Context: an optimization exercise on an open-source flow, tuned for small area and a short achievable clock period. The choices shown serve that exercise and are no tape-out recipe. The RTL was checked by simulation tests, not by an equivalence proof against the original design. Power is estimated from default activity; no workload was simulated.

==> design.v <==
`default_nettype none
package frame_gen_pkg;
	typedef logic [47:0] mac_addr_t;
	typedef logic [31:0] ip_addr_t;
	typedef logic [15:0] udp_port_t;
	typedef logic [2:0]  cfg_addr_t;
	typedef logic [31:0] cfg_word_t;
	typedef enum logic [1:0] {
		KIND_UDP  = 2'd0,
		KIND_ARP  = 2'd1,
		KIND_ICMP = 2'd2
	} frame_kind_t;
	typedef struct packed {
		logic      enable;
		mac_addr_t local_mac;
		ip_addr_t  local_ip;
		mac_addr_t peer_mac;
		ip_addr_t  peer_ip;
		udp_port_t src_port;
		udp_port_t dst_port;
	} frame_cfg_t;
	typedef struct packed {
		logic [7:0] data;
		logic       last;
	} stream_beat_t;
	localparam cfg_addr_t REG_CTRL         = 3'd0;  
	localparam cfg_addr_t REG_LOCAL_MAC_HI = 3'd1;
	localparam cfg_addr_t REG_LOCAL_MAC_LO = 3'd2;
	localparam cfg_addr_t REG_LOCAL_IP     = 3'd3;
	localparam cfg_addr_t REG_PEER_MAC_HI  = 3'd4;
	localparam cfg_addr_t REG_PEER_MAC_LO  = 3'd5;
	localparam cfg_addr_t REG_PEER_IP      = 3'd6;
	localparam cfg_addr_t REG_PORTS        = 3'd7;  
	localparam mac_addr_t DEF_LOCAL_MAC = 48'h0024_7EDF_CA5E;
	localparam ip_addr_t  DEF_LOCAL_IP  = {8'd192, 8'd168, 8'd0, 8'd119};
	localparam mac_addr_t DEF_PEER_MAC  = 48'h00D0_0800_0002;
	localparam ip_addr_t  DEF_PEER_IP   = {8'd192, 8'd168, 8'd0, 8'd110};
	localparam udp_port_t DEF_PORT      = 16'd8080;
	localparam logic [15:0] ETH_TYPE_IPV4  = 16'h0800;
	localparam logic [15:0] ETH_TYPE_ARP   = 16'h0806;
	localparam logic [15:0] ARP_OP_REQUEST = 16'h0001;
	localparam logic [7:0]  IP_PROTO_UDP   = 8'd17;
	localparam logic [7:0]  IP_PROTO_ICMP  = 8'd1;
	localparam logic [7:0]  IP_TTL         = 8'h80;
	localparam logic [31:0]  UDP_FLAG_WORD = 32'hE1EC_0C0D;
	localparam logic [127:0] UDP_PAYLOAD   = 128'h1234_5611_1134_5678_1234_5678_AABB_CCDD;
	localparam logic [15:0]  ICMP_ID       = 16'h0001;
	localparam logic [15:0]  ICMP_SEQ      = 16'h0005;
	localparam logic [255:0] ICMP_PAYLOAD  =
		256'h6162_6364_6566_6768_696a_6b6c_6d6e_6f70_7172_7374_7576_7761_6263_6465_6667_6869;
	localparam int ETH_HDR_BYTES   = 14;
	localparam int IP_HDR_BYTES    = 20;
	localparam int ARP_BYTES       = 42;
	localparam int ICMP_BYTES      = 74;
	localparam int UDP_BYTES       = 62;
	localparam int MIN_FRAME_BYTES = 60;
	localparam int FCS_BYTES       = 4;
	localparam int MAX_BODY_BYTES  = ICMP_BYTES;
	localparam int BYTE_IDX_W      = $clog2(MAX_BODY_BYTES);
	localparam int FRAMES_PER_KIND   = 5;
	localparam int FRAME_CNT_W       = $clog2(FRAMES_PER_KIND);
	localparam int GAP_CYCLES        = 16;
	localparam int GAP_CNT_W         = $clog2(GAP_CYCLES);
	localparam logic [31:0] CRC_POLY = 32'hEDB8_8320;
	function automatic int padded_len(input int n);
		int r;
		if (n < MIN_FRAME_BYTES)
			r = MIN_FRAME_BYTES;
		else
			r = n;
		padded_len = r;
	endfunction
endpackage
`default_nettype wire
`timescale 1ns/1ps
`default_nettype none
module frame_cfg_wr (
	input  logic       sys_rst,
	input  logic       cfg_we,
	input  frame_gen_pkg::cfg_addr_t  cfg_addr,
	input  frame_gen_pkg::cfg_word_t  cfg_wdata,
	output logic [7:0]  we0,
	output logic [7:0]  we1,
	output logic [7:0]  hold,
	output logic [31:0] d_one
);
	always_comb
		for (int a = 0; a < 8; a++) begin
			we0[a]  = !sys_rst && cfg_we && (cfg_addr == 3'(a));
			we1[a]  = sys_rst || (cfg_we && (cfg_addr == 3'(a)));
			hold[a] = !we1[a];
		end
	assign d_one = sys_rst ? 32'hFFFF_FFFF : cfg_wdata;
endmodule
module frame_cfg_regs (
	input  logic       sys_clk,
	input  logic       sys_rst,
	input  logic       cfg_we,
	input  frame_gen_pkg::cfg_addr_t  cfg_addr,
	input  frame_gen_pkg::cfg_word_t  cfg_wdata,
	output frame_gen_pkg::frame_cfg_t cfg
);
	logic [7:0]  we0;
	logic [7:0]  we1;
	logic [7:0]  hold;
	logic [31:0] d_one;
	frame_cfg_wr u_wr (
		.sys_rst   (sys_rst),
		.cfg_we    (cfg_we),
		.cfg_addr  (cfg_addr),
		.cfg_wdata (cfg_wdata),
		.we0       (we0),
		.we1       (we1),
		.hold      (hold),
		.d_one     (d_one)
	);
	function automatic logic [31:0] upd(input int a, input logic [31:0] def, input logic [31:0] q);
		upd = ({32{we0[a]}} & ~def & cfg_wdata) | ({32{we1[a]}} & def & d_one) | ({32{hold[a]}} & q);
	endfunction
	always_ff @(posedge sys_clk) begin
		cfg.enable           <= 1'(upd(frame_gen_pkg::REG_CTRL, 32'h0, 32'(cfg.enable)));
		cfg.local_mac[47:32] <= 16'(upd(frame_gen_pkg::REG_LOCAL_MAC_HI, 32'(frame_gen_pkg::DEF_LOCAL_MAC[47:32]),
			32'(cfg.local_mac[47:32])));
		cfg.local_mac[31:0]  <= upd(frame_gen_pkg::REG_LOCAL_MAC_LO, frame_gen_pkg::DEF_LOCAL_MAC[31:0], cfg.local_mac[31:0]);
		cfg.local_ip         <= upd(frame_gen_pkg::REG_LOCAL_IP, frame_gen_pkg::DEF_LOCAL_IP, cfg.local_ip);
		cfg.peer_mac[47:32]  <= 16'(upd(frame_gen_pkg::REG_PEER_MAC_HI, 32'(frame_gen_pkg::DEF_PEER_MAC[47:32]),
			32'(cfg.peer_mac[47:32])));
		cfg.peer_mac[31:0]   <= upd(frame_gen_pkg::REG_PEER_MAC_LO, frame_gen_pkg::DEF_PEER_MAC[31:0], cfg.peer_mac[31:0]);
		cfg.peer_ip          <= upd(frame_gen_pkg::REG_PEER_IP, frame_gen_pkg::DEF_PEER_IP, cfg.peer_ip);
		{cfg.src_port, cfg.dst_port} <= upd(frame_gen_pkg::REG_PORTS,
			{frame_gen_pkg::DEF_PORT, frame_gen_pkg::DEF_PORT}, {cfg.src_port, cfg.dst_port});
	end
endmodule
module frame_reg #(
	parameter int W = 8
) (
	input  logic         sys_clk,
	input  logic         load,
	input  logic         keep,
	input  logic [W-1:0] d,
	output logic [W-1:0] q
);
	always_ff @(posedge sys_clk)
		q <= ({W{load}} & d) | ({W{keep}} & q);
endmodule
module frame_reg2 #(
	parameter int W = 8
) (
	input  logic         sys_clk,
	input  logic         load_a,
	input  logic [W-1:0] d_a,
	input  logic         load_b,
	input  logic [W-1:0] d_b,
	input  logic         keep,
	output logic [W-1:0] q
);
	always_ff @(posedge sys_clk)
		q <= ({W{load_a}} & d_a) | ({W{load_b}} & d_b) | ({W{keep}} & q);
endmodule
`default_nettype wire
`timescale 1ns/1ps
`default_nettype none
module frame_byte_dec (
	input  frame_gen_pkg::frame_kind_t kind,
	input  logic [6:0]  idx,
	output logic [24:0] sel,
	output logic [7:0]  cbyte
);
	logic [7:0] lo;   
	logic [9:0] hi;   
	logic k_udp, k_arp, k_icmp, k_ip;
	assign k_arp  = (kind == frame_gen_pkg::KIND_ARP);
	assign k_icmp = (kind == frame_gen_pkg::KIND_ICMP);
	assign k_udp  = !k_arp && !k_icmp;
	assign k_ip   = !k_arp;
	always_comb begin
		for (int i = 0; i < 8; i++)
			lo[i] = (idx[2:0] == 3'(i));
		for (int i = 0; i < 10; i++)
			hi[i] = (idx[6:3] == 4'(i));
	end
	assign sel[0] = (k_ip && hi[0] && lo[1]);  
	assign sel[1] = (k_ip && hi[0] && lo[2]);  
	assign sel[2] = (k_ip && hi[0] && lo[3]);  
	assign sel[3] = (k_ip && hi[0] && lo[4]);  
	assign sel[4] = (k_ip && hi[0] && lo[5]);  
	assign sel[5] = (k_arp && hi[2] && lo[6]) || (hi[0] && lo[6]);  
	assign sel[6] = (k_arp && hi[2] && lo[7]) || (hi[0] && lo[7]);  
	assign sel[7] = (k_arp && hi[3] && lo[0]) || (hi[1] && lo[0]);  
	assign sel[8] = (k_arp && hi[3] && lo[1]) || (hi[1] && lo[1]);  
	assign sel[9] = (k_arp && hi[3] && lo[2]) || (hi[1] && lo[2]);  
	assign sel[10] = (k_arp && hi[3] && lo[3]) || (hi[1] && lo[3]);  
	assign sel[11] = (k_arp && hi[3] && lo[4]) || (k_ip && hi[3] && lo[2]);  
	assign sel[12] = (k_arp && hi[3] && lo[5]) || (k_ip && hi[3] && lo[3]);  
	assign sel[13] = (k_arp && hi[3] && lo[6]) || (k_ip && hi[3] && lo[4]);  
	assign sel[14] = (k_arp && hi[3] && lo[7]) || (k_ip && hi[3] && lo[5]);  
	assign sel[15] = (k_arp && hi[4] && lo[6]) || (k_ip && hi[3] && lo[6]);  
	assign sel[16] = (k_arp && hi[4] && lo[7]) || (k_ip && hi[3] && lo[7]);  
	assign sel[17] = (k_arp && hi[5] && lo[0]) || (k_ip && hi[4] && lo[0]);  
	assign sel[18] = (k_arp && hi[5] && lo[1]) || (k_ip && hi[4] && lo[1]);  
	assign sel[19] = (k_udp && hi[4] && lo[2]);  
	assign sel[20] = (k_udp && hi[4] && lo[3]);  
	assign sel[21] = (k_udp && hi[4] && lo[4]);  
	assign sel[22] = (k_udp && hi[4] && lo[5]);  
	assign sel[23] = (k_ip && hi[3] && lo[0]);  
	assign sel[24] = (k_ip && hi[3] && lo[1]);  
	assign cbyte[0] = (k_arp && hi[0] && (lo[1] || lo[2] || lo[3] || lo[4] || lo[5])) || (k_arp && hi[1] && lo[7]) || (k_arp && hi[2] && lo[5]) || (k_icmp && hi[4] && (lo[4] || lo[7])) || (k_icmp && hi[5] && (lo[1] || lo[4] || lo[6])) || (k_icmp && hi[6] && (lo[0] || lo[4] || lo[6])) || (k_icmp && hi[7] && (lo[0] || lo[2] || lo[4] || lo[6])) || (k_icmp && hi[8] && (lo[0] || lo[1] || lo[3] || lo[5] || lo[7])) || (k_icmp && hi[9] && lo[1]) || (k_udp && hi[5] && lo[5]) || (k_udp && hi[6] && lo[1]) || (k_udp && hi[7] && (lo[3] || lo[5])) || (k_ip && hi[1] && lo[6]) || (k_ip && hi[2] && lo[7]) || (k_ip && hi[5] && lo[2]) || (k_ip && hi[6] && lo[2]);
	assign cbyte[1] = (k_arp && hi[0] && (lo[1] || lo[2] || lo[3] || lo[4] || lo[5])) || (k_arp && hi[1] && lo[5]) || (k_arp && hi[2] && lo[2]) || (k_icmp && hi[4] && lo[5]) || (k_icmp && hi[5] && (lo[3] || lo[4] || lo[7])) || (k_icmp && hi[6] && (lo[3] || lo[7])) || (k_icmp && hi[7] && (lo[4] || lo[7])) || (k_icmp && hi[8] && (lo[0] || lo[2] || lo[3] || lo[6] || lo[7])) || (k_udp && hi[5] && lo[6]) || (k_udp && hi[6] && lo[6]) || (k_udp && hi[7] && lo[2]) || (k_ip && hi[6] && (lo[0] || lo[4])) || (k_ip && hi[7] && (lo[0] || lo[3]));
	assign cbyte[2] = (k_arp && hi[0] && (lo[1] || lo[2] || lo[3] || lo[4] || lo[5])) || (k_arp && hi[1] && lo[5]) || (k_arp && hi[2] && (lo[2] || lo[3])) || (k_icmp && hi[2] && lo[1]) || (k_icmp && hi[4] && (lo[4] || lo[5])) || (k_icmp && hi[5] && (lo[1] || lo[6])) || (k_icmp && hi[6] && (lo[5] || lo[6])) || (k_icmp && hi[7] && (lo[6] || lo[7])) || (k_icmp && hi[8] && (lo[0] || lo[4] || lo[5] || lo[6] || lo[7])) || (k_udp && hi[4] && lo[7]) || (k_udp && hi[5] && (lo[3] || lo[4])) || (k_udp && hi[6] && (lo[3] || lo[4])) || (k_udp && hi[7] && lo[4]) || (k_ip && hi[1] && lo[6]) || (k_ip && hi[5] && (lo[5] || lo[7])) || (k_ip && hi[6] && (lo[0] || lo[7])) || (k_ip && hi[7] && (lo[0] || lo[5]));
	assign cbyte[3] = (k_arp && hi[0] && (lo[1] || lo[2] || lo[3] || lo[4] || lo[5])) || (k_arp && hi[2] && lo[0]) || (k_icmp && hi[2] && lo[1]) || (k_icmp && hi[4] && (lo[2] || lo[4])) || (k_icmp && hi[6] && (lo[1] || lo[2] || lo[3] || lo[4] || lo[6] || lo[7])) || (k_icmp && hi[7] && lo[0]) || (k_icmp && hi[9] && (lo[0] || lo[1])) || (k_udp && hi[4] && lo[7]) || (k_udp && hi[5] && (lo[3] || lo[4] || lo[5])) || (k_udp && hi[7] && (lo[1] || lo[2] || lo[3] || lo[4] || lo[5])) || (hi[1] && lo[4]) || (k_ip && hi[6] && lo[5]);
	assign cbyte[4] = (k_arp && hi[0] && (lo[1] || lo[2] || lo[3] || lo[4] || lo[5])) || (k_icmp && hi[4] && lo[5]) || (k_icmp && hi[7] && (lo[2] || lo[4] || lo[6] || lo[7])) || (k_icmp && hi[8] && lo[0]) || (k_udp && hi[2] && lo[7]) || (k_udp && hi[4] && lo[7]) || (k_udp && hi[5] && (lo[6] || lo[7])) || (k_udp && hi[6]) || (k_udp && hi[7] && lo[0]) || (k_ip && hi[2] && lo[1]) || (k_ip && hi[7] && (lo[1] || lo[3] || lo[5]));
	assign cbyte[5] = (k_arp && hi[0] && (lo[1] || lo[2] || lo[3] || lo[4] || lo[5])) || (k_icmp && hi[5] && (lo[4] || lo[5] || lo[6])) || (k_icmp && hi[6] && (lo[0] || lo[1] || lo[2] || lo[4] || lo[6])) || (k_icmp && hi[7] && (lo[0] || lo[4] || lo[5] || lo[6] || lo[7])) || (k_icmp && hi[8]) || (k_icmp && hi[9] && (lo[0] || lo[1])) || (k_ip && hi[2] && lo[1]) || (k_ip && hi[5] && (lo[2] || lo[3] || lo[7])) || (k_ip && hi[6] && (lo[3] || lo[5] || lo[7])) || (k_ip && hi[7] && (lo[1] || lo[2] || lo[3]));
	assign cbyte[6] = (k_arp && hi[0] && (lo[1] || lo[2] || lo[3] || lo[4] || lo[5])) || (k_icmp && hi[4] && (lo[4] || lo[5])) || (k_icmp && hi[5] && (lo[4] || lo[5] || lo[6] || lo[7])) || (k_icmp && hi[6] && (lo[1] || lo[2] || lo[3] || lo[6] || lo[7])) || (k_icmp && hi[7] && (lo[2] || lo[3] || lo[6] || lo[7])) || (k_icmp && hi[8]) || (k_icmp && hi[9] && (lo[0] || lo[1])) || (k_ip && hi[1] && lo[6]) || (k_ip && hi[2] && lo[4]) || (k_ip && hi[5] && (lo[2] || lo[3])) || (k_ip && hi[6] && (lo[0] || lo[4] || lo[5])) || (k_ip && hi[7] && (lo[0] || lo[1] || lo[4] || lo[5]));
	assign cbyte[7] = (k_arp && hi[0] && (lo[1] || lo[2] || lo[3] || lo[4] || lo[5])) || (k_udp && hi[5] && (lo[2] || lo[3])) || (k_udp && hi[7] && (lo[2] || lo[3] || lo[4] || lo[5])) || (k_ip && hi[2] && lo[6]);
endmodule
module frame_byte_sel (
	input  logic [24:0] sel,
	input  logic [7:0]  cbyte,
	input  frame_gen_pkg::mac_addr_t peer_mac,
	input  frame_gen_pkg::mac_addr_t local_mac,
	input  frame_gen_pkg::ip_addr_t  local_ip,
	input  frame_gen_pkg::ip_addr_t  peer_ip,
	input  frame_gen_pkg::udp_port_t src_port,
	input  frame_gen_pkg::udp_port_t dst_port,
	input  logic [15:0] ip_csum,
	output logic [7:0]  byte_out
);
	always_comb begin
		byte_out = cbyte;
		byte_out = byte_out | ({8{sel[0]}} & peer_mac[39:32]);
		byte_out = byte_out | ({8{sel[1]}} & peer_mac[31:24]);
		byte_out = byte_out | ({8{sel[2]}} & peer_mac[23:16]);
		byte_out = byte_out | ({8{sel[3]}} & peer_mac[15:8]);
		byte_out = byte_out | ({8{sel[4]}} & peer_mac[7:0]);
		byte_out = byte_out | ({8{sel[5]}} & local_mac[47:40]);
		byte_out = byte_out | ({8{sel[6]}} & local_mac[39:32]);
		byte_out = byte_out | ({8{sel[7]}} & local_mac[31:24]);
		byte_out = byte_out | ({8{sel[8]}} & local_mac[23:16]);
		byte_out = byte_out | ({8{sel[9]}} & local_mac[15:8]);
		byte_out = byte_out | ({8{sel[10]}} & local_mac[7:0]);
		byte_out = byte_out | ({8{sel[11]}} & local_ip[31:24]);
		byte_out = byte_out | ({8{sel[12]}} & local_ip[23:16]);
		byte_out = byte_out | ({8{sel[13]}} & local_ip[15:8]);
		byte_out = byte_out | ({8{sel[14]}} & local_ip[7:0]);
		byte_out = byte_out | ({8{sel[15]}} & peer_ip[31:24]);
		byte_out = byte_out | ({8{sel[16]}} & peer_ip[23:16]);
		byte_out = byte_out | ({8{sel[17]}} & peer_ip[15:8]);
		byte_out = byte_out | ({8{sel[18]}} & peer_ip[7:0]);
		byte_out = byte_out | ({8{sel[19]}} & src_port[15:8]);
		byte_out = byte_out | ({8{sel[20]}} & src_port[7:0]);
		byte_out = byte_out | ({8{sel[21]}} & dst_port[15:8]);
		byte_out = byte_out | ({8{sel[22]}} & dst_port[7:0]);
		byte_out = byte_out | ({8{sel[23]}} & ip_csum[15:8]);
		byte_out = byte_out | ({8{sel[24]}} & ip_csum[7:0]);
	end
endmodule
`default_nettype wire
`timescale 1ns/1ps
`default_nettype none
module fcs_crc_step (
	input  logic [31:0] cinv,
	input  logic [7:0]  x,
	output logic [31:0] cinv_next
);
	function automatic logic [31:0] crc_tab(input logic [7:0] v);
		logic [31:0] r;
		r = {24'h0, v};
		for (int b = 0; b < 8; b++)
			r = r[0] ? ((r >> 1) ^ frame_gen_pkg::CRC_POLY) : (r >> 1);
		crc_tab = r;
	endfunction
	assign cinv_next = {8'hFF, cinv[31:8]} ^ crc_tab(x);
endmodule
`default_nettype wire
`timescale 1ns/1ps
`default_nettype none
module frame_gen_top (
	input  logic         sys_clk,
	input  logic         sys_rst,
	input  logic         cfg_we,
	input  frame_gen_pkg::cfg_addr_t    cfg_addr,
	input  frame_gen_pkg::cfg_word_t    cfg_wdata,
	output frame_gen_pkg::stream_beat_t tx_beat,
	output logic         tx_valid,
	input  logic         tx_ready
);
	frame_gen_pkg::frame_cfg_t  cfg;
	logic [6:0] nidx;      
	logic       fcs;       
	logic       is_last;   
	logic       xfer;      
	logic       body_adv;  
	frame_cfg_regs u_cfg_regs (
		.sys_clk   (sys_clk),
		.sys_rst   (sys_rst),
		.cfg_we    (cfg_we),
		.cfg_addr  (cfg_addr),
		.cfg_wdata (cfg_wdata),
		.cfg       (cfg)
	);
	logic       frame_start;
	logic       frame_done;
	logic       valid;      
	logic       busy;       
	logic       gap_done;
	logic [3:0] gap_cnt;
	logic [2:0] frame_cnt;
	frame_gen_pkg::frame_kind_t frame_kind;
	frame_gen_pkg::frame_kind_t next_kind;
	assign busy     = frame_start || valid || frame_done;
	assign gap_done = !busy && cfg.enable && (gap_cnt == 4'd15);
	always_ff @(posedge sys_clk) begin
		if (sys_rst) begin
			gap_cnt     <= '0;
			frame_start <= 1'b0;
		end else begin
			frame_start <= gap_done;
			if (busy || !cfg.enable || gap_done)
				gap_cnt <= '0;
			else
				gap_cnt <= gap_cnt + 1'b1;
		end
	end
	always_comb begin
		case (frame_kind)
			frame_gen_pkg::KIND_UDP: next_kind = frame_gen_pkg::KIND_ARP;
			frame_gen_pkg::KIND_ARP: next_kind = frame_gen_pkg::KIND_ICMP;
			default:  next_kind = frame_gen_pkg::KIND_UDP;
		endcase
	end
	always_ff @(posedge sys_clk) begin
		if (sys_rst) begin
			frame_kind <= frame_gen_pkg::KIND_UDP;
			frame_cnt  <= '0;
		end else if (frame_done) begin
			if (frame_cnt == 3'd4) begin
				frame_cnt  <= '0;
				frame_kind <= next_kind;
			end else begin
				frame_cnt <= frame_cnt + 1'b1;
			end
		end
	end
	frame_gen_pkg::mac_addr_t s_local_mac;
	frame_gen_pkg::ip_addr_t  s_local_ip;
	logic [39:0]              s_peer_mac;  
	frame_gen_pkg::ip_addr_t  s_peer_ip;
	frame_gen_pkg::udp_port_t s_src_port;
	frame_gen_pkg::udp_port_t s_dst_port;
	logic                     snap_keep;
	assign snap_keep = !frame_start;
	frame_reg #(.W(48)) u_s_local_mac (.sys_clk(sys_clk), .load(frame_start), .keep(snap_keep), .d(cfg.local_mac),       .q(s_local_mac));
	frame_reg #(.W(32)) u_s_local_ip  (.sys_clk(sys_clk), .load(frame_start), .keep(snap_keep), .d(cfg.local_ip),        .q(s_local_ip));
	frame_reg2 #(.W(16)) u_s_peer_mac_hi (.sys_clk(sys_clk), .load_a(frame_start), .d_a(cfg.peer_mac[39:24]),
		.load_b(cs_run), .d_b(cs_d), .keep(pm_keep), .q(s_peer_mac[39:24]));
	frame_reg #(.W(24)) u_s_peer_mac_lo (.sys_clk(sys_clk), .load(frame_start), .keep(snap_keep), .d(cfg.peer_mac[23:0]),  .q(s_peer_mac[23:0]));
	frame_reg #(.W(32)) u_s_peer_ip   (.sys_clk(sys_clk), .load(frame_start), .keep(snap_keep), .d(cfg.peer_ip),         .q(s_peer_ip));
	frame_reg #(.W(16)) u_s_src_port  (.sys_clk(sys_clk), .load(frame_start), .keep(snap_keep), .d(cfg.src_port),        .q(s_src_port));
	frame_reg #(.W(16)) u_s_dst_port  (.sys_clk(sys_clk), .load(frame_start), .keep(snap_keep), .d(cfg.dst_port),        .q(s_dst_port));
	logic [15:0] cs_acc;
	logic        cs_c;
	logic [3:0]  cs_nib;
	logic [4:0]  cs_sum;
	logic [63:0] cs_words;
	logic [15:0] ip_csum;
	logic [15:0] cs_d;
	logic        cs_init;
	logic        cs_step;
	logic        cs_run;
	logic        pm_keep;
	assign cs_acc   = s_peer_mac[39:24];
	assign cs_init  = body_adv && (nidx == 7'd2);
	assign cs_step  = body_adv && (nidx >= 7'd3) && (nidx <= 7'd22);
	assign cs_run   = cs_init || cs_step;
	assign pm_keep  = !frame_start && !cs_run;
	assign cs_words = {s_peer_ip, s_local_ip};
	assign cs_nib   = (nidx >= 7'd19) ? 4'h0 : cs_words[nidx[3:0]*4 +: 4];
	assign cs_sum   = 5'(cs_acc[3:0]) + 5'(cs_nib) + 5'(cs_c);
	assign cs_d     = cs_init ? ((frame_kind == frame_gen_pkg::KIND_ICMP) ? 16'h53E0 : 16'h5420)
		: {cs_sum[3:0], cs_acc[15:4]};
	always_ff @(posedge sys_clk) begin
		if (cs_init)
			cs_c <= 1'b0;
		else if (cs_step)
			cs_c <= cs_sum[4];
	end
	assign ip_csum = ~{cs_acc[3:1], cs_acc[0] | cs_c, cs_acc[15:4]};
	logic [6:0]  last_idx;
	logic [24:0] nsel;
	logic [7:0]  nconst;
	logic [7:0]  nxt_byte;
	always_comb begin
		case (frame_kind)
			frame_gen_pkg::KIND_ARP:  last_idx = 7'd59;
			frame_gen_pkg::KIND_ICMP: last_idx = 7'd73;
			default:                  last_idx = 7'd61;
		endcase
	end
	frame_byte_dec u_byte_dec (
		.kind  (frame_kind),
		.idx   (nidx),
		.sel   (nsel),
		.cbyte (nconst)
	);
	frame_byte_sel u_byte_sel (
		.sel       (nsel),
		.cbyte     (nconst),
		.peer_mac  ({8'h00, s_peer_mac}),
		.local_mac (s_local_mac),
		.local_ip  (s_local_ip),
		.peer_ip   (s_peer_ip),
		.src_port  (s_src_port),
		.dst_port  (s_dst_port),
		.ip_csum   (ip_csum),
		.byte_out  (nxt_byte)
	);
	logic [7:0]  out_data;
	logic        out_last;
	logic [1:0]  fcs_cnt;
	logic [31:0] cinv;
	logic [7:0]  crc_x;
	logic [31:0] cinv_next;
	logic        crc_keep;
	assign xfer     = valid && tx_ready;
	assign body_adv = xfer && !fcs && !is_last;
	assign crc_x    = fcs ? 8'h00 : (~cinv[7:0] ^ out_data);
	assign crc_keep = !xfer && !frame_start;
	fcs_crc_step u_crc_step (.cinv(cinv), .x(crc_x), .cinv_next(cinv_next));
	frame_reg #(.W(32)) u_crc (.sys_clk(sys_clk), .load(xfer), .keep(crc_keep), .d(cinv_next), .q(cinv));
	always_ff @(posedge sys_clk) begin
		if (sys_rst) begin
			valid      <= 1'b0;
			out_last   <= 1'b0;
			frame_done <= 1'b0;
		end else begin
			frame_done <= xfer && out_last;
			if (frame_start) begin
				valid    <= 1'b1;
				out_last <= 1'b0;
			end else if (xfer) begin
				if (out_last)
					valid <= 1'b0;
				out_last <= fcs && (fcs_cnt == 2'd2);
			end
		end
	end
	always_ff @(posedge sys_clk) begin
		if (frame_start) begin
			fcs      <= 1'b0;
			is_last  <= 1'b0;
			nidx     <= 7'd1;
		end else if (xfer) begin
			if (fcs || is_last) begin
				fcs      <= 1'b1;
				fcs_cnt  <= is_last ? 2'd0 : fcs_cnt + 1'b1;
				is_last  <= 1'b0;
			end else begin
				nidx     <= nidx + 1'b1;
				is_last  <= (nidx == last_idx);
			end
		end
	end
	logic [7:0] out_d;
	logic       out_load;
	logic       out_keep;
	assign out_load = frame_start || xfer;
	assign out_keep = !out_load;
	assign out_d    = frame_start ? ((frame_kind == frame_gen_pkg::KIND_ARP) ? 8'hFF : cfg.peer_mac[47:40])
		: (fcs || is_last) ? cinv_next[7:0] : nxt_byte;
	frame_reg #(.W(8)) u_out_data (.sys_clk(sys_clk), .load(out_load), .keep(out_keep), .d(out_d), .q(out_data));
	assign tx_valid     = valid;
	assign tx_beat.data = out_data;
	assign tx_beat.last = out_last;
endmodule
`default_nettype wire
==> flow/run.sh <==
#!/bin/bash
# Own layout flow: the standard layout (standard.sh, unchanged synthesis),
# with repair_timing asked for a larger setup margin so that it optimises the
# paths below the 12 ns constraint as well, and a flatter clock tree without
# dummy loads. flow/extra.txt holds further make variables, one per line.
# Full output of the ORFS run goes to standard.log here; ORFS also keeps each
# step's log under orfs/logs/.
set -euo pipefail
MARGIN=$(cat flow/margin.txt)
CTS="-sink_clustering_enable -repair_clock_nets -dont_use_dummy_load $(cat flow/cts.txt)"
EXTRA=()
if [[ -f flow/extra.txt ]]; then
	while IFS= read -r line; do
		[[ -n "$line" ]] && EXTRA+=("$line")
	done < flow/extra.txt
fi
bash standard.sh SETUP_SLACK_MARGIN="$MARGIN" "CTS_ARGS=$CTS" "${EXTRA[@]}" finish > standard.log 2>&1
==> flow/cts.txt <==
-sink_clustering_size 30 -sink_clustering_max_diameter 100
==> flow/margin.txt <==
9.0
==> standard.sh <==
#!/bin/bash
# synth_recipe.tcl (not shown) runs the flow's synth.tcl, then flattens the netlist and writes it again
# the make line also repeats each setting of config.mk as NAME=value (left out here)
make -C /OpenROAD-flow-scripts/flow DESIGN_CONFIG=/design/flow/config.mk WORK_HOME=/design/flow/orfs CLKGATE_MAP_FILE= SYNTH_SCRIPT=/design/flow/synth_recipe.tcl "${@:-finish}"
==> config.mk <==
export PLATFORM = sky130hd
export DESIGN_NAME = frame_gen_top
export DESIGN_NICKNAME = frame_gen_top
export VERILOG_FILES = /design/flow/design.v
export SDC_FILE = /design/flow/constraint.sdc
export NUM_CORES = 4
export LEC_CHECK = 0
export CAP_MARGIN = 20
export CORE_MARGIN = 2
export CORE_UTILIZATION = 60
export SLEW_MARGIN = 20
export SYNTH_HIERARCHICAL = 1
export TNS_END_PERCENT = 0
==> constraint.sdc <==
create_clock -name core_clock -period 12.0 [get_ports {sys_clk}]
set_input_delay 2.4000 -clock core_clock [delete_from_list [all_inputs] [get_ports {sys_clk}]]
set_output_delay 2.4000 -clock core_clock [all_outputs]
set_load 0.01 [all_outputs]
==> impl_metrics.py, run 1 <==
metrics = {
    "finish": {
        "seqCellArea_sq_um": 8909,
        "layout_commonest_cell": "dfxtp_1",
        "final_nets": 1798,
        "fin_area_sq_um": 20690,
        "diodes": 0,
        "areaGrowthSynthToFinish_pct": 7.466,
        "drive_gt1_frac": 0.1620,
        "final_cell_mix": "dfxtp_1, a22o_1, nor2_1",
        "n_fill_cell": 2521,
        "multiInputGateArea_sq_um": 9345,
    },
    "critical_path": {
        "cp_max_fo": 57,
        "path_cells": "buf_2 > buf_12 > nand3b_1 > buf_4 > nor2_4 > buf_4 > a22o_2",
        "cpPeakStageDelay_ns": 0.31,
        "rr_endpoint": "u_out_data.q[5]$_DFF_P_",
        "end_kind": "register",
        "cp_common_cell": "buf_4",
        "r2r_cells": 12,
        "r2r-start": "nidx[3]$_SDFFE_PP0P_",
        "crit_type": "in -> reg",
        "rrSetupSlack_ns": 8.63,
        "cp-start-kind": "input pin",
        "crit_end": "u_cfg_regs.cfg[13]$_DFF_P_",
        "arrival_ns": 3.92,
        "crit_start": "sys_rst",
        "critPathSlowestCell": "buf_4",
        "required_ns": 12.48,
    },
    "timing": {
        "skew_ns": 0.07480,
        "drv_slew": 0,
        "relSlewSlack": 0.2223,
        "min_period_ns": 3.439,
        "hold_viol": 0,
        "worst_slack_ns": 8.561,
        "hold_slack_ns": 0.4705,
        "tns_ns": 0,
        "rsz0062_at_grt": "yes",
        "worstMarginPinSlew_ns": 1.162,
        "min_period_over_period": 0.2866,
        "setup_viol": 0,
        "max_freq_mhz": 290.8,
    },
    "drt": {
        "drc_errors": 0,
        "drt-vias-per-instance": 7.273,
        "num_vias": 15590,
        "antenna_left": 0,
        "wirelength_mm": 64.41,
        "drtIter0Drc": 2142,
        "first_pass_iters": 7,
        "wire_per_inst_um": 30.06,
    },
    "cts": {
        "clock-sinks": 442,
        "cts_tree": "done",
        "cts_buffer_depth": 3,
        "cts_buffers": 19,
        "worstSkewPairLatency_ns": 0.55,
        "clk_pin_slew_ns": 0.11,
        "hold_buffers": 0,
        "cts_root_buf": "clkbuf_16",
        "h-tree-depth": 1,
    },
    "place": {
        "dpl.hpwl_mm": 40.85,
        "pre_cts_slack_ns": 6.916,
        "io_buffers": 48,
        "gp_congestion": 0.9577,
        "place_area_sq_um": 19420,
    },
    "grt": {
        "grt_pass1_wl_mm": 93.98,
        "antenna_found_initial": 1,
        "grt_pass1_vias": 14270,
        "grt_max_degree": 116,
        "grt_usage": 0.3712,
        "gr-total-overflow": 0,
    },
    "run_status": {
        "status": "complete, no violations",
    },
    "power": {
        "p_leak_uw": 0.008390,
        "ir_worst_vdd_uv": 140.1,
        "power_density_nw_per_um2": 114.8,
        "power.total_uw": 2376,
    },
    "hold_path": {
        "hold_path.class": "reg -> reg",
    },
    "die": {
        "fp.coreArea_sq_um": 31560,
        "floorplan.initialDensity": 0.6102,
        "core.rowCount": 65,
        "dieArea_sq_um": 33540,
        "ios": 49,
        "die_w_um": 183.1,
        "die_h_um": 183.1,
    },
    "run": {
        "maxCapViolations": 0,
    },
    "yosys": {
        "syn_avg_cell_area_sq_um": 10.92,
        "synthCells": 1763,
        "synth_area_sq_um": 19260,
        "syn_nets": 1818,
        "yosysWarningCount": 18,
    },
}
==> critical path, delay by kind of cell <==
kind            cells  cell delay (ns)
buf+inv             4             0.78
simple gates        2             0.44
compound gates      1             0.19
==> flip-flops by register name, summed over array words and instances, names as in the netlist, 8 cells and up <==
name / cells
u_s_local_ip.q: 32
u_s_peer_mac_hi.q: 16
u_s_peer_mac_lo.q: 24
u_s_peer_ip.q: 32
u_s_src_port.q: 16
u_out_data.q: 8
u_crc.q: 32
u_s_local_mac.q: 48
u_cfg_regs.cfg: 193
u_s_dst_port.q: 16
==> cell type report <==
cell class	count	share of cell area
Clock buffer	19	0.02298
Multi-Input combinational cell	1104	0.4516
Sequential cell	442	0.4305
Inverter	49	0.009493
Tap cell	402	0.02431
Timing Repair inverter	1	0.0003628
Timing Repair Buffer	126	0.06077
==> worst min-delay path by stage <==
| stage | from | to | slack [ns] | cells after the start |
|---|---|---|---|---|
| 2_1_floorplan | u_cfg_regs.cfg[95]$_DFF_P_ | u_cfg_regs.cfg[95]$_DFF_P_ | 0.44 | 1 |
| 3_3_place_gp | u_cfg_regs.cfg[61]$_DFF_P_ | u_cfg_regs.cfg[61]$_DFF_P_ | 0.45 | 1 |
| 3_5_place_dp | u_s_local_mac.q[5]$_DFF_P_ | u_s_local_mac.q[5]$_DFF_P_ | 0.45 | 1 |
| 4_1_cts | u_cfg_regs.cfg[12]$_DFF_P_ | u_s_dst_port.q[12]$_DFF_P_ | 0.47 | 1 |
| 5_1_grt | u_cfg_regs.cfg[29]$_DFF_P_ | u_cfg_regs.cfg[29]$_DFF_P_ | 0.49 | 1 |
| 6_report | u_cfg_regs.cfg[12]$_DFF_P_ | u_s_dst_port.q[12]$_DFF_P_ | 0.47 | 1 |
==> through the flow <==
stage / utilization / std cells
final: 0.6558 / 2143
after CTS: 0.6495 / 2137
after floorplan: - / 1763
after global routing: 0.6558 / 2143
after global placement: 0.6153 / 2078
after detailed placement: 0.6153 / 2078
==> repair_timing <==
action | in CTS | in global routing
gates resized for setup | 126 | 33
gates cloned | 4 | 2
hold endpoints to repair | 0 | 0
setup endpoints to repair | 277 | 277
pin swaps | 5 | 2
buffers inserted | 36 | 3
==> power breakdown <==
group | internal, uW | switching (uW)
logic | 50.6 | 71.3
registers | 1500 | 19.4
clock network | 287 | 449
total | 1840 | 540
==> per-layer routing <==
layer / part of all wire / wire length [um] / up-vias / global-route usage
li1: - / - / 6688 / -
met1: 0.40 / 25940 / 7774 / 0.5105
met2: 0.45 / 29070 / 939 / 0.5839
met3: 0.098 / 6283 / 182 / 0.06871
met4: 0.047 / 3059 / 2 / 0.1373
met5: 0.00099 / 64 / - / 0.01481
==> run 2: changes to the inputs <==
==> flow/margin.txt (replaced) <==
8.7
==> impl_metrics.py, run 2 <==
metrics = {
    "run_status": {
        "status": "complete, no violations",
    },
    "finish": {
        "drive_gt1_frac": 0.1593,
        "seqCellArea_sq_um": 8906,
        "largest_reg_flops": 193,
        "n_fill_cell": 2531,
        "final_cell_mix": "dfxtp_1, a22o_1, nor2_1",
        "final_nets": 1796,
        "top_regs": "u_cfg_regs.cfg: 193 flops, u_s_local_mac.q: 48 flops",
        "layout_commonest_cell": "dfxtp_1",
        "fin_cells": 2142,
        "areaGrowthSynthToFinish_pct": 7.238,
        "multiInputGateArea_sq_um": 9334,
        "top_register": "u_cfg_regs.cfg",
    },
    "die": {
        "die_w_um": 183.1,
        "die_h_um": 183.1,
        "ios": 49,
        "dieArea_sq_um": 33540,
        "floorplan.initialDensity": 0.6102,
        "fp.coreArea_sq_um": 31560,
        "core.rowCount": 65,
    },
    "grt": {
        "grt_pass1_vias": 14270,
        "gr-total-overflow": 0,
        "grt_pass1_wl_mm": 93.98,
        "antenna_found_initial": 1,
        "grt_max_degree": 116,
        "grt_usage": 0.3712,
    },
    "timing": {
        "drv_slew": 0,
        "relSlewSlack": 0.1914,
        "hold_viol": 0,
        "skew_ns": 0.07667,
        "max_freq_mhz": 289.8,
        "setup_viol": 0,
        "min_period_over_period": 0.2875,
        "rsz0062_at_grt": "yes",
        "min_period_ns": 3.450,
        "worstMarginPinSlew_ns": 1.208,
        "tns_ns": 0,
    },
    "cts": {
        "clk_pin_slew_ns": 0.11,
        "cts_root_buf": "clkbuf_16",
        "cts_tree": "done",
        "worstSkewPairLatency_ns": 0.55,
        "h-tree-depth": 1,
        "hold_buffers": 0,
        "clock-sinks": 442,
        "cts_buffers": 19,
        "cts_buffer_depth": 3,
    },
    "yosys": {
        "yosysWarningCount": 18,
        "synthCells": 1763,
        "syn_nets": 1818,
        "syn_avg_cell_area_sq_um": 10.92,
        "synth_area_sq_um": 19260,
    },
    "critical_path": {
        "crit_end": "u_cfg_regs.cfg[12]$_DFF_P_",
        "arrival_ns": 3.87,
        "required_ns": 12.42,
        "crit_type": "in -> reg",
        "cpPeakStageDelay_ns": 0.77,
        "r2r-start": "nidx[3]$_SDFFE_PP0P_",
        "rr_endpoint": "u_out_data.q[5]$_DFF_P_",
        "cp-start-kind": "input pin",
        "crit_start": "cfg_wdata[12]",
        "critPathTopFamily": "buffers and inverters",
        "critical_path_buf_inv_count": 1,
        "rrSetupSlack_ns": 8.57,
        "r2r_cells": 12,
        "cp_num_cells": 3,
        "path_cells": "clkdlybuf4s50_1 > or2_2 > a22o_1",
        "end_kind": "register",
        "cp_max_fo": 7,
        "critPathSlowestCell": "clkdlybuf4s50_1",
    },
    "power": {
        "combPwrFrac": 0.051,
        "seq_power_share": 0.639,
        "ir_worst_vdd_uv": 138.3,
        "clkPwrFrac": 0.310,
        "power_density_nw_per_um2": 115.1,
        "p_leak_uw": 0.008376,
        "switching_share": 0.2275,
        "p_int_uw": 1836,
        "power_switching_uw": 540.9,
    },
    "drt": {
        "drt-vias-per-instance": 7.236,
        "num_vias": 15500,
        "drtIter0Drc": 1935,
        "drc_errors": 0,
        "antenna_left": 0,
        "wire_per_inst_um": 29.98,
        "first_pass_iters": 7,
        "wirelength_mm": 64.21,
    },
    "hold_path": {
        "hold_path.class": "reg -> reg",
    },
    "run": {
        "maxCapViolations": 0,
    },
    "place": {
        "place_inst": 2078,
        "dpl.hpwl_mm": 40.85,
        "io_buffers": 48,
        "gp_congestion": 0.9577,
    },
}
-- run 2: cell types whose count changed in the layout (fill, tap and decap cells not counted), sizes merged --
cell and delta:
clkbuf -1, dlymetal6s2s -1, clkdlybuf4s50 +1, clkinvlp -1
diode +1
-- run 2: cell type report --
type	instances	share of cell area
multi-input combinational	1104	0.4520
tap	402	0.02436
timing repair buffer	125	0.05968
antenna	1	0.0001212
inverter	49	0.009513
sequential	442	0.4313
clock buffer	19	0.02302
-- run 2: worst min-delay path by stage --
stage	to	start	cells past startpoint
after global routing	u_cfg_regs.cfg[29]$_DFF_P_	u_cfg_regs.cfg[29]$_DFF_P_	1
after global placement	u_cfg_regs.cfg[61]$_DFF_P_	u_cfg_regs.cfg[61]$_DFF_P_	1
final	u_s_local_ip.q[28]$_DFF_P_	u_cfg_regs.cfg[140]$_DFF_P_	1
after detailed placement	u_s_local_mac.q[5]$_DFF_P_	u_s_local_mac.q[5]$_DFF_P_	1
after CTS	u_s_dst_port.q[12]$_DFF_P_	u_cfg_regs.cfg[12]$_DFF_P_	1
after floorplan	u_cfg_regs.cfg[95]$_DFF_P_	u_cfg_regs.cfg[95]$_DFF_P_	1
-- run 2: per-stage QoR --
| stage | worst slack [ns] | total power, uW | area, sq um | hold slack [ns] | util |
|---|---|---|---|---|---|
| 2_1_floorplan | 8.348 | 1606 | 19280 | 0.4388 | - |
| 3_3_place_gp | 6.973 | 1656 | 19420 | 0.4520 | 0.6153 |
| 3_5_place_dp | 6.916 | 1658 | 19420 | 0.4529 | 0.6153 |
| 4_1_cts | 8.583 | 2374 | 20490 | 0.4686 | 0.6495 |
| 5_1_grt | 8.534 | 2434 | 20650 | 0.4940 | 0.6543 |
| 6_report | 8.550 | 2377 | 20650 | 0.4757 | 0.6544 |
-- run 2: repair_timing --
action                     4_1_cts  5_1_grt
cloned                           4        1
hold endpoints to repair         0        0
setup buffers                   36        2
resized for setup              126       24
pin swaps                        5        2
setup endpoints to repair      276      218
-- run 2: power by group through the flow --
stage | logic, uW | clock network (uW) | registers, uW
3_3_place_gp | 105 | 0 | 1550
2_1_floorplan | 60.6 | 0 | 1550
6_report | 122 | 737 | 1520
5_1_grt | 125 | 787 | 1520
4_1_cts | 118 | 739 | 1520
3_5_place_dp | 106 | 0 | 1550
-- run 2: routing by layer --
metal	track usage	vias up	wire, um
li1	-	6679	-
met1	0.5105	7686	25940
met2	0.5839	944	28700
met3	0.06871	189	6458
met4	0.1373	2	3036
met5	0.01481	-	70
==> run 3: changes to the inputs <==
==> flow/extra.txt (new file) <==
BUFFER_PORTS_ARGS=-buffer_cell sky130_fd_sc_hd__buf_1
==> impl_metrics.py, run 3 <==
metrics = {
    "hold_path": {
        "hold_start": "u_cfg_regs.cfg[136]$_DFF_P_",
        "min_path_cells": 1,
        "hold_path.class": "reg -> reg",
    },
    "finish": {
        "final_cell_mix": "dfxtp_1, a22o_1, nor2_1",
        "final_nets": 1788,
        "top_register": "u_cfg_regs.cfg",
        "top_regs": "u_cfg_regs.cfg: 193 flops, u_s_local_mac.q: 48 flops",
        "n_fill_cell": 2556,
        "drive_gt1_frac": 0.1577,
        "areaGrowthSynthToFinish_pct": 5.471,
        "layout_commonest_cell": "dfxtp_1",
        "largest_reg_flops": 193,
    },
    "cts": {
        "h-tree-depth": 1,
        "cts_buffers": 18,
        "cts_root_buf": "clkbuf_16",
        "worstSkewPairLatency_ns": 0.53,
        "cts_buffer_depth": 3,
        "clk_pin_slew_ns": 0.11,
        "clock-sinks": 442,
        "cts_tree": "done",
    },
    "run": {
        "maxCapViolations": 0,
    },
    "critical_path": {
        "crit_type": "in -> reg",
        "crit_start": "sys_rst",
        "end_kind": "register",
        "cp-start-kind": "input pin",
        "cp_max_fo": 57,
        "required_ns": 12.43,
        "r2r-start": "nidx[4]$_SDFFE_PP0P_",
        "r2r_cells": 11,
        "arrival_ns": 3.90,
    },
    "power": {
        "power_switching_uw": 528.6,
        "seq_power_share": 0.649,
        "power_density_nw_per_um2": 115.2,
        "p_int_uw": 1811,
        "p_leak_uw": 0.008231,
        "ir_worst_vdd_uv": 117.7,
        "clkPwrFrac": 0.305,
        "combPwrFrac": 0.046,
        "switching_share": 0.2259,
    },
    "yosys": {
        "syn_nets": 1818,
        "synthCells": 1763,
        "synth_area_sq_um": 19260,
        "syn_avg_cell_area_sq_um": 10.92,
        "yosysWarningCount": 18,
    },
    "grt": {
        "grt_max_degree": 97,
        "antenna_found_initial": 3,
        "gr-total-overflow": 0,
        "grt_pass1_vias": 13750,
        "grt_pass1_wl_mm": 91.26,
        "grt_usage": 0.3586,
    },
    "timing": {
        "min_period_over_period": 0.2889,
        "setup_viol": 0,
        "min_period_ns": 3.467,
        "skew_ns": 0.01143,
        "rsz0062_at_grt": "yes",
        "worst_slack_ns": 8.533,
        "worstMarginPinSlew_ns": 1.155,
        "hold_slack_ns": 0.4828,
        "tns_ns": 0,
        "relSlewSlack": 0.2269,
        "hold_viol": 0,
        "drv_slew": 0,
        "max_freq_mhz": 288.4,
    },
    "die": {
        "dieArea_sq_um": 33540,
        "die_w_um": 183.1,
        "ios": 49,
        "floorplan.initialDensity": 0.6102,
        "core.rowCount": 65,
        "fp.coreArea_sq_um": 31560,
        "die_h_um": 183.1,
    },
    "place": {
        "io_buffers": 48,
        "dpl.hpwl_mm": 40.66,
        "gp_congestion": 0.9840,
        "pre_cts_slack_ns": 7.304,
    },
    "drt": {
        "wire_per_inst_um": 29.28,
        "first_pass_iters": 6,
        "num_vias": 15240,
        "wirelength_mm": 62.49,
        "drt-vias-per-instance": 7.140,
        "drtIter0Drc": 2129,
        "antenna_left": 0,
        "drc_errors": 0,
    },
    "run_status": {
        "status": "complete, no violations",
    },
}
[run 3: cell type report]
type	count	area, sq um	area share
inverters	49	197.7	0.009734
clock buffers	18	450.4	0.02218
diodes	1	2.502	0.0001232
well taps	402	503.0	0.02477
repair buffers	120	915.9	0.04510
flip-flops and latches	442	8909	0.4386
multi-input cells	1102	9331	0.4595
[run 3: final timing paths]
path,slack [ns],to
worst min register to register,0.48,u_cfg_regs.cfg[136]$_DFF_P_
worst min-delay path,0.48,u_cfg_regs.cfg[136]$_DFF_P_
worst max register to register,8.59,u_out_data.q[1]$_DFF_P_
worst max-delay path,8.53,u_cfg_regs.cfg[45]$_DFF_P_
[run 3: routing by layer]
metal | part of all wire | routed length, um | track usage | vias to the layer above
met3 | 0.10 | 6356 | 0.06255 | 149
met2 | 0.45 | 27910 | 0.5506 | 847
met4 | 0.033 | 2070 | 0.1046 | 0
li1 | - | - | - | 6653
met5 | 0 | 0 | 0 | -
met1 | 0.42 | 26150 | 0.5193 | 7587
[run 3: worst max-delay path, cell delays in order]
cell	delay (ns)
clkbuf_2	0.09
buf_8	0.34
nand3b_1	0.21
buf_4	0.16
nor2_2	0.04
buf_4	0.24
a22o_1	0.27
[run 3: timing repair]
| action | 4_1_cts | 5_1_grt |
|---|---|---|
| pin swaps | 2 | 2 |
| endpoints found under the setup margin | 263 | 255 |
| buffers inserted | 7 | 26 |
| resized for setup | 40 | 86 |
| hold buffers | 0 | 0 |
| cloned | 1 | 2 |
[run 3: through the flow]
stage	utilization	total power [uW]	cell area (sq um)	instances
floorplan	-	1606	19280	1763
detailed placement	0.6071	1651	19160	2079
global route	0.6435	2410	20310	2133
finish	0.6436	2340	20310	2134
global placement	0.6055	1647	19110	2076
CTS	0.6277	2344	19810	2105
[run 3: power groups by stage]
stage	Combinational, uW	Clock, uW	Sequential, uW
final	108	714	1520
after global routing	112	777	1520
after global placement	95.9	0	1550
after CTS	103	723	1520
after floorplan	60.6	0	1550
after detailed placement	99.3	0	1550
==> run 4: changes to the inputs <==
==> flow/extra.txt (replaced) <==
BUFFER_PORTS_ARGS=-buffer_cell sky130_fd_sc_hd__buf_2
--- a/config.mk
+++ b/config.mk
@@ -10,4 +10,4 @@
 export CORE_UTILIZATION = 60
 export SLEW_MARGIN = 20
 export SYNTH_HIERARCHICAL = 1
-export TNS_END_PERCENT = 0
+export TNS_END_PERCENT = 5
==> impl_metrics.py, run 4 <==
metrics = {
    "run_status": {
        "status": "complete, no violations",
    },
    "power": {
        "switching_share": 0.2292,
        "clkPwrFrac": 0.313,
        "ir_worst_vdd_uv": 124.8,
        "seq_power_share": 0.641,
        "power_switching_uw": 542.4,
        "power_density_nw_per_um2": 116.1,
        "p_int_uw": 1824,
        "p_leak_uw": 0.008306,
        "combPwrFrac": 0.046,
    },
    "die": {
        "core.rowCount": 65,
        "dieArea_sq_um": 33540,
        "ios": 49,
        "die_h_um": 183.1,
        "floorplan.initialDensity": 0.6102,
        "fp.coreArea_sq_um": 31560,
        "die_w_um": 183.1,
    },
    "critical_path": {
        "r2r-start": "nidx[1]$_SDFFE_PP0P_",
        "required_ns": 12.48,
        "path_cells": "buf_2 > nand2b_1 > o21bai_2 > a22o_1",
        "cp-start-kind": "input pin",
        "arrival_ns": 3.96,
        "cp_max_fo": 11,
        "crit_type": "in -> reg",
        "r2r_cells": 10,
        "cpPeakStageDelay_ns": 0.83,
        "end_kind": "register",
        "rrSetupSlack_ns": 8.65,
        "rr_endpoint": "u_s_peer_mac_hi.q[13]$_DFF_P_",
        "critPathSlowestCell": "o21bai_2",
        "critical_path_buf_inv_count": 1,
        "critPathTopFamily": "compound AO/OA/AOI/OAI gates",
    },
    "cts": {
        "cts_buffers": 19,
        "cts_root_buf": "clkbuf_16",
        "hold_buffers": 0,
        "worstSkewPairLatency_ns": 0.56,
        "cts_tree": "done",
        "cts_buffer_depth": 3,
        "clock-sinks": 442,
        "clk_pin_slew_ns": 0.11,
        "h-tree-depth": 1,
    },
    "place": {
        "gp_congestion": 0.9719,
        "dpl.hpwl_mm": 40.57,
        "io_buffers": 48,
    },
    "hold_path": {
        "min_path_cells": 1,
        "hold_path.class": "reg -> reg",
        "min_to": "u_s_peer_ip.q[28]$_DFF_P_",
        "hold_start": "u_cfg_regs.cfg[60]$_DFF_P_",
    },
    "timing": {
        "tns_ns": 0,
        "worstMarginPinSlew_ns": 1.196,
        "relSlewSlack": 0.1996,
        "drv_slew": 0,
        "min_period_ns": 3.488,
        "skew_ns": 0.09523,
        "max_freq_mhz": 286.7,
        "setup_viol": 0,
        "min_period_over_period": 0.2906,
        "hold_viol": 0,
        "rsz0062_at_grt": "yes",
    },
    "yosys": {
        "synthCells": 1763,
        "syn_nets": 1818,
        "synth_area_sq_um": 19260,
        "syn_avg_cell_area_sq_um": 10.92,
        "yosysWarningCount": 18,
    },
    "finish": {
        "layout_commonest_cell": "dfxtp_1",
        "areaGrowthSynthToFinish_pct": 5.887,
        "final_core_utilization": 0.6462,
        "drive_gt1_frac": 0.1758,
        "final_nets": 1781,
        "n_fill_cell": 2526,
        "largest_reg_flops": 193,
        "final_cell_mix": "dfxtp_1, a22o_1, nor2_1",
        "top_register": "u_cfg_regs.cfg",
        "top_regs": "u_cfg_regs.cfg: 193 flops, u_s_local_mac.q: 48 flops",
    },
    "grt": {
        "grt_usage": 0.3676,
        "antenna_found_initial": 2,
        "grt_pass1_wl_mm": 93.00,
        "grt_max_degree": 98,
        "grt_pass1_vias": 13880,
        "gr-total-overflow": 0,
    },
    "run": {
        "maxCapViolations": 0,
    },
    "drt": {
        "drt-vias-per-instance": 7.188,
        "antenna_left": 0,
        "num_vias": 15300,
        "first_pass_iters": 8,
        "drc_errors": 0,
        "drtIter0Drc": 2117,
        "wirelength_mm": 63.57,
        "wire_per_inst_um": 29.87,
    },
}
==> run 4: changes by cell type in the layout (fill, tap and decap cells not counted), moves of 4 or more <==
| cell | before | now |
|---|---|---|
| buf_4 | 60 | 51 |
| clkbuf_2 | 7 | 0 |
| buf_1 | 32 | 0 |
| dfxtp_4 | 6 | 10 |
| buf_2 | 4 | 42 |
| dfxtp_2 | 14 | 10 |
==> run 4: worst reg2reg max path: stages (launching register included) <==
cell and delay (ns):
dfxtp_2 0.34, buf_12 0.19, ha_1 0.26, a2111o_1 0.34, a211o_1 0.48, a211oi_2 0.34, fa_2 0.31, fa_1 0.46
and2_1 0.19, a222oi_1 0.27, inv_1 0.06
==> run 4: timing repair <==
action / CTS / global route
endpoints found under the setup margin: 205 / 200
pin swaps: 2 / 5
buffers inserted: 12 / 17
resized for setup: 48 / 61
hold endpoints to repair: 0 / 0
gates cloned: 3 / 3
==> run 4: stage by stage <==
stage | hold slack, ns | setup WS (ns) | cells | power (uW) | cell area, sq um
after floorplan | 0.4388 | 8.348 | 1763 | 1606 | 19320
after global placement | 0.4528 | 7.574 | 2072 | 1649 | 19170
after detailed placement | 0.4539 | 7.479 | 2072 | 1652 | 19170
after CTS | 0.4749 | 8.528 | 2106 | 2369 | 19930
after global routing | 0.4871 | 8.548 | 2126 | 2426 | 20380
final | 0.4755 | 8.512 | 2128 | 2367 | 20390
==> run 4: power by group through the flow <==
stage	Sequential [uW]	Clock (uW)	Combinational, uW
floorplan	1550	0	60.6
global route	1520	793	113
CTS	1520	746	105
global placement	1550	0	98.6
finish	1520	740	110
detailed placement	1550	0	101
==> run 4: how the worst max path moves through the flow <==
stage                            start                       endpoint  depth (start not counted)  slack (ns)
6_report                   cfg_addr[0]     u_cfg_regs.cfg[37]$_DFF_P_                          4        8.51
5_1_grt        u_out_data.q[6]$_DFF_P_                     tx_beat[7]                          1        8.55
4_1_cts          out_last$_SDFFE_PP0P_                     tx_beat[0]                          1        8.53
3_5_place_dp                    cfg_we    u_cfg_regs.cfg[160]$_DFF_P_                          4        7.48
3_3_place_gp                    cfg_we    u_cfg_regs.cfg[161]$_DFF_P_                          4        7.57
2_1_floorplan                 tx_ready  u_s_peer_mac_hi.q[10]$_DFF_P_                          7        8.35
==> run 4: metal layers <==
metal  wire length (um)  vias up  share of wire  GRT usage
li1                   -     6632              -          -
met1              26600     7609           0.42     0.5222
met2              28300      898           0.45     0.5715
met3               6194      156          0.097    0.05977
met4               2474        2          0.039     0.1242
met5                  7        -        0.00011          0
==> run 4: layout make-up <==
class	instances	area, sq um	area share
multi-input combinational	1103	9364	0.4593
inverter	49	200.2	0.009818
antenna	2	5.005	0.0002455
sequential	442	8919	0.4374
tap	402	503.0	0.02467
timing repair buffer	111	923.4	0.04529
clock buffer	19	475.5	0.02332
==> run 5: changes to the inputs <==
==> flow/margin.txt (replaced) <==
8.5
--- a/config.mk
+++ b/config.mk
@@ -10,4 +10,4 @@
 export CORE_UTILIZATION = 60
 export SLEW_MARGIN = 20
 export SYNTH_HIERARCHICAL = 1
-export TNS_END_PERCENT = 5
+export TNS_END_PERCENT = 0
==> impl_metrics.py, run 5 <==
metrics = {
    "run_status": {
        "status": "complete, no violations",
    },
    "grt": {
        "grt_pass1_vias": 13710,
        "grt_pass1_wl_mm": 90.74,
        "grt_max_degree": 109,
        "grt_usage": 0.3563,
        "gr-total-overflow": 0,
        "antenna_found_initial": 2,
    },
    "hold_path": {
        "min_to": "u_cfg_regs.cfg[45]$_DFF_P_",
        "hold_start": "u_cfg_regs.cfg[45]$_DFF_P_",
        "hold_path.class": "reg -> reg",
        "min_path_cells": 1,
    },
    "timing": {
        "max_freq_mhz": 269.3,
        "min_period_ns": 3.714,
        "tns_ns": 0,
        "rsz0062_at_grt": "yes",
        "min_period_over_period": 0.3095,
        "skew_ns": 0.03591,
        "hold_viol": 0,
        "drv_slew": 0,
        "relSlewSlack": 0.1581,
        "hold_slack_ns": 0.4842,
        "worstMarginPinSlew_ns": 1.258,
        "setup_viol": 0,
    },
    "finish": {
        "diodes": 0,
        "areaGrowthSynthToFinish_pct": 2.768,
        "largest_reg_flops": 193,
        "final_cell_mix": "dfxtp_1, a22o_1, nor2_1",
        "fin_area_sq_um": 19790,
        "top_regs": "u_cfg_regs.cfg: 193 flops, u_s_local_mac.q: 48 flops",
        "top_register": "u_cfg_regs.cfg",
        "n_fill_cell": 2590,
        "drive_gt1_frac": 0.1386,
        "final_core_utilization": 0.6271,
        "layout_commonest_cell": "dfxtp_1",
        "final_nets": 1753,
    },
    "place": {
        "dpl.hpwl_mm": 40.09,
        "io_buffers": 48,
        "place_area_sq_um": 19170,
        "gp_congestion": 0.9540,
    },
    "die": {
        "core.rowCount": 65,
        "fp.coreArea_sq_um": 31560,
        "die_h_um": 183.1,
        "ios": 49,
        "dieArea_sq_um": 33540,
        "die_w_um": 183.1,
        "floorplan.initialDensity": 0.6102,
    },
    "critical_path": {
        "rrSetupSlack_ns": 8.40,
        "crit_type": "in -> reg",
        "arrival_ns": 4.18,
        "cp_max_fo": 56,
        "end_kind": "register",
        "r2r_cells": 13,
        "rr_endpoint": "u_out_data.q[6]$_DFF_P_",
        "cp-start-kind": "input pin",
        "required_ns": 12.47,
        "r2r-start": "nidx[3]$_SDFFE_PP0P_",
    },
    "yosys": {
        "syn_avg_cell_area_sq_um": 10.92,
        "syn_nets": 1818,
        "yosysWarningCount": 18,
        "synthCells": 1763,
        "synth_area_sq_um": 19260,
    },
    "cts": {
        "clk_pin_slew_ns": 0.11,
        "cts_tree": "done",
        "hold_buffers": 0,
        "clock-sinks": 442,
        "cts_buffer_depth": 3,
        "h-tree-depth": 1,
        "cts_buffers": 18,
        "worstSkewPairLatency_ns": 0.55,
        "cts_root_buf": "clkbuf_16",
    },
    "power": {
        "power_density_nw_per_um2": 118.5,
        "p_leak_uw": 0.008088,
        "ir_worst_vdd_uv": 161.0,
    },
    "drt": {
        "wirelength_mm": 61.23,
        "antenna_left": 0,
        "drt-vias-per-instance": 7.127,
        "drc_errors": 0,
        "wire_per_inst_um": 29.19,
        "first_pass_iters": 7,
        "num_vias": 14950,
        "drtIter0Drc": 1945,
    },
    "run": {
        "maxCapViolations": 0,
    },
}
## run 5: changes by cell type in the layout (fill, tap and decap cells not counted), sizes merged
cell,previous run,this run
inv,46,48
diode,2,0
clkinvlp,3,1
clkbuf,22,20
buf,107,84
bufbuf,1,0
a21oi,44,42
## run 5: routing by layer
metal	routed length, um	vias up	track usage
li1	-	6576	-
met1	26220	7463	0.5132
met2	27610	785	0.5608
met3	5259	125	0.04686
met4	2114	4	0.1069
met5	30	-	0
## run 5: how the worst max path moves through the flow
stage / startpoint / endpoint / slack, ns / depth (start not counted)
3_3_place_gp: tx_ready / u_s_peer_mac_hi.q[14]$_DFF_P_ / 7.46 / 6
5_1_grt: nidx[3]$_SDFFE_PP0P_ / u_out_data.q[6]$_DFF_P_ / 8.30 / 13
4_1_cts: nidx[2]$_SDFFE_PP0P_ / u_out_data.q[1]$_DFF_P_ / 8.34 / 13
2_1_floorplan: tx_ready / u_s_peer_mac_hi.q[10]$_DFF_P_ / 8.35 / 7
3_5_place_dp: tx_ready / u_s_peer_mac_hi.q[14]$_DFF_P_ / 7.41 / 6
6_report: sys_rst / u_cfg_regs.cfg[66]$_DFF_P_ / 8.29 / 6
## run 5: layout make-up
| type | instances | area, sq um | share of cell area |
|---|---|---|---|
| clock buffer | 18 | 450.4 | 0.02276 |
| timing repair buffer | 86 | 591.8 | 0.02991 |
| sequential | 442 | 8881 | 0.4488 |
| inverter | 49 | 192.7 | 0.009737 |
| multi-input combinational | 1101 | 9170 | 0.4634 |
| tap | 402 | 503.0 | 0.02542 |
## run 5: repair_timing
item	CTS	global route
hold endpoints to repair	0	0
resized for setup	15	10
setup buffers	2	0
setup endpoints to repair	189	161
## run 5: power by group
| part | internal [uW] | switching (uW) |
|---|---|---|
| sequential | 1500 | 18.5 |
| combinational | 38.4 | 67.6 |
| clock | 273 | 448 |
| total | 1810 | 534 |
## run 5: critical path, cell delays in order
cell	delay (ns)
buf_2	0.09
buf_4	0.31
nand3b_1	0.38
nor2_2	0.20
buf_4	0.46
a22o_1	0.24
## run 5: per-stage QoR
step / total power [uW] / std cells / worst slack (ns)
3_3_place_gp: 1650 / 2074 / 7.464
6_report: 2345 / 2098 / 8.286
2_1_floorplan: 1606 / 1763 / 8.348
5_1_grt: 2407 / 2098 / 8.300
4_1_cts: 2347 / 2094 / 8.336
3_5_place_dp: 1652 / 2074 / 7.414
==> run 6: changes to the inputs <==
==> flow/margin.txt (replaced) <==
8.8
==> impl_metrics.py, run 6 <==
metrics = {
    "run_status": {
        "status": "complete, no violations",
    },
    "critical_path": {
        "cp_max_fo": 25,
        "required_ns": 12.48,
        "arrival_ns": 3.95,
        "crit_type": "in -> reg",
        "cp-start-kind": "input pin",
        "end_kind": "register",
    },
    "power": {
        "power.total_uw": 2350,
        "p_int_uw": 1811,
        "power_density_nw_per_um2": 116.2,
        "combPwrFrac": 0.046,
        "clkPwrFrac": 0.308,
        "seq_power_share": 0.646,
        "power_switching_uw": 539.2,
        "switching_share": 0.2294,
        "ir_worst_vdd_uv": 163.8,
        "p_leak_uw": 0.008265,
    },
    "grt": {
        "antenna_found_initial": 2,
        "use_met2": 0.5758,
        "met1_usage": 0.5207,
        "gr-total-overflow": 0,
        "grt_pass1_vias": 13950,
        "top_usage_layer": "met2",
        "grt_max_degree": 109,
        "gr-usage-met3": 0.04905,
        "grt_usage": 0.3652,
        "grt_pass1_wl_mm": 92.86,
    },
    "run": {
        "maxCapViolations": 0,
    },
    "cts": {
        "h-tree-depth": 1,
        "cts_buffers": 18,
        "worstSkewPairLatency_ns": 0.55,
        "clock-sinks": 442,
        "clk_pin_slew_ns": 0.11,
        "cts_root_buf": "clkbuf_16",
        "cts_tree": "done",
        "cts_buffer_depth": 3,
        "hold_buffers": 0,
    },
    "die": {
        "ios": 49,
        "floorplan.initialDensity": 0.6102,
        "fp.coreArea_sq_um": 31560,
        "die_w_um": 183.1,
        "die_h_um": 183.1,
        "core.rowCount": 65,
        "dieArea_sq_um": 33540,
    },
    "finish": {
        "top_regs": "u_cfg_regs.cfg: 193 flops, u_s_local_mac.q: 48 flops",
        "n_fill_cell": 2541,
        "final_nets": 1778,
        "fin_cells": 2123,
        "layout_commonest_cell": "dfxtp_1",
        "largest_reg_flops": 193,
        "diodes": 0,
        "seqCellArea_sq_um": 8905,
        "top_register": "u_cfg_regs.cfg",
        "drive_gt1_frac": 0.1673,
        "multiInputGateArea_sq_um": 9296,
        "final_cell_mix": "dfxtp_1, a22o_1, nor2_1",
        "areaGrowthSynthToFinish_pct": 5.035,
    },
    "timing": {
        "rsz0062_at_grt": "yes",
        "relSlewSlack": 0.1768,
        "hold_viol": 0,
        "min_period_over_period": 0.2889,
        "skew_ns": 0.03494,
        "min_period_ns": 3.467,
        "drv_slew": 0,
        "hold_slack_ns": 0.4802,
        "setup_viol": 0,
        "tns_ns": 0,
        "max_freq_mhz": 288.5,
        "worstMarginPinSlew_ns": 1.225,
    },
    "drt": {
        "drtIter0Drc": 2059,
        "first_pass_iters": 7,
        "wirelength_mm": 62.98,
        "drt-vias-per-instance": 7.132,
        "drc_errors": 0,
        "num_vias": 15140,
        "wire_per_inst_um": 29.66,
        "antenna_left": 0,
    },
    "place": {
        "gp_congestion": 0.9540,
        "io_buffers": 48,
        "place_inst": 2074,
        "dpl.hpwl_mm": 40.09,
    },
    "yosys": {
        "syn_avg_cell_area_sq_um": 10.92,
        "yosysWarningCount": 18,
        "synthCells": 1763,
        "synth_area_sq_um": 19260,
        "syn_nets": 1818,
    },
    "hold_path": {
        "hold_path.class": "reg -> reg",
    },
}
==> run 6: cell count changes in the layout (fill, tap and decap cells not counted), sizes merged <==
| cell | previous run | this run |
|---|---|---|
| a21oi | 42 | 43 |
| a31oi | 9 | 10 |
| buf | 84 | 107 |
| bufbuf | 0 | 1 |
| clkbuf | 20 | 19 |
| clkinv | 0 | 1 |
| inv | 48 | 47 |
==> run 6: layout make-up <==
type | count | share of cell area
clock buffer | 18 | 0.02227
inverter | 49 | 0.009589
multi-input combinational | 1103 | 0.4596
sequential | 442 | 0.4403
tap | 402 | 0.02487
timing repair buffer | 109 | 0.04337
==> run 6: power groups by stage <==
stage          Clock [uW]  Sequential (uW)  Combinational [uW]
2_1_floorplan           0             1550                60.6
5_1_grt               776             1520                 112
6_report              724             1520                 109
3_3_place_gp            0             1550                99.2
4_1_cts               727             1520                 105
3_5_place_dp            0             1550                 101
==> run 6: per-stage QoR <==
| step | utilization | worst slack (ns) | cell area (sq um) |
|---|---|---|---|
| finish | 0.6410 | 8.533 | 20230 |
| global route | 0.6410 | 8.541 | 20230 |
| floorplan | - | 8.348 | 19280 |
| detailed placement | 0.6075 | 7.414 | 19170 |
| CTS | 0.6350 | 8.583 | 20040 |
| global placement | 0.6073 | 7.464 | 19160 |
==> run 6: final timing paths <==
| check | startpoint | endpoint | slack [ns] | cells after the start |
|---|---|---|---|---|
| worst max-delay path | cfg_addr[1] | u_cfg_regs.cfg[83]$_DFF_P_ | 8.53 | 5 |
| worst min-delay path | u_cfg_regs.cfg[122]$_DFF_P_ | u_cfg_regs.cfg[122]$_DFF_P_ | 0.48 | 1 |
| worst max register to register | nidx[3]$_SDFFE_PP0P_ | u_out_data.q[1]$_DFF_P_ | 8.65 | 11 |
| worst min register to register | u_cfg_regs.cfg[122]$_DFF_P_ | u_cfg_regs.cfg[122]$_DFF_P_ | 0.48 | 1 |
==> run 6: timing repair <==
action                                 CTS  global route
endpoints found under the hold margin    0             0
buffers inserted                        18             8
pin swaps                                2             2
resized for setup                       65            27
setup endpoints to repair              262           256
gates cloned                             3             1
==> run 6: worst max-delay path, cell delays in order <==
cell     delay (ns)
buf_2          0.32
nor2b_1        0.18
a31oi_4        0.46
buf_6          0.38
a22o_1         0.19
==> run 6: routing by layer <==
metal / up-vias / part of all wire
met5: - / 0.00040
met4: 4 / 0.039
met3: 143 / 0.099
met2: 898 / 0.45
met1: 7475 / 0.41
li1: 6621 / -

[re-timing with driven ports]
How much do the figures lean on ideal ports? The routed layouts below were timed once more, with nothing changed but the port constraints.
Step 1: set_driving_cell puts a clkbuf_16 on sys_clk and a buf_2 on each other input, an assumption about the parent block.
Step 2 times the ports against the registers' clock, not the clock port: input delays grow and output delays shrink by t, the midpoint of the rising clock arrivals with the driver on.
a / b / c = ideal ports / drivers / drivers and shift; a / b = the first two.
run	t, ns	setup WS [ns]
run 1	0.573	8.561 / 8.538 / 8.025
run 2	0.570	8.550 / 8.536 / 8.012
run 3	0.583	8.533 / 8.536 / 7.981
run 4	0.573	8.512 / 8.521 / 7.975
run 5	0.593	8.286 / 8.324 / 7.731
run 6	0.595	8.533 / 8.511 / 7.973
After both steps setup and hold are still met in every run listed.
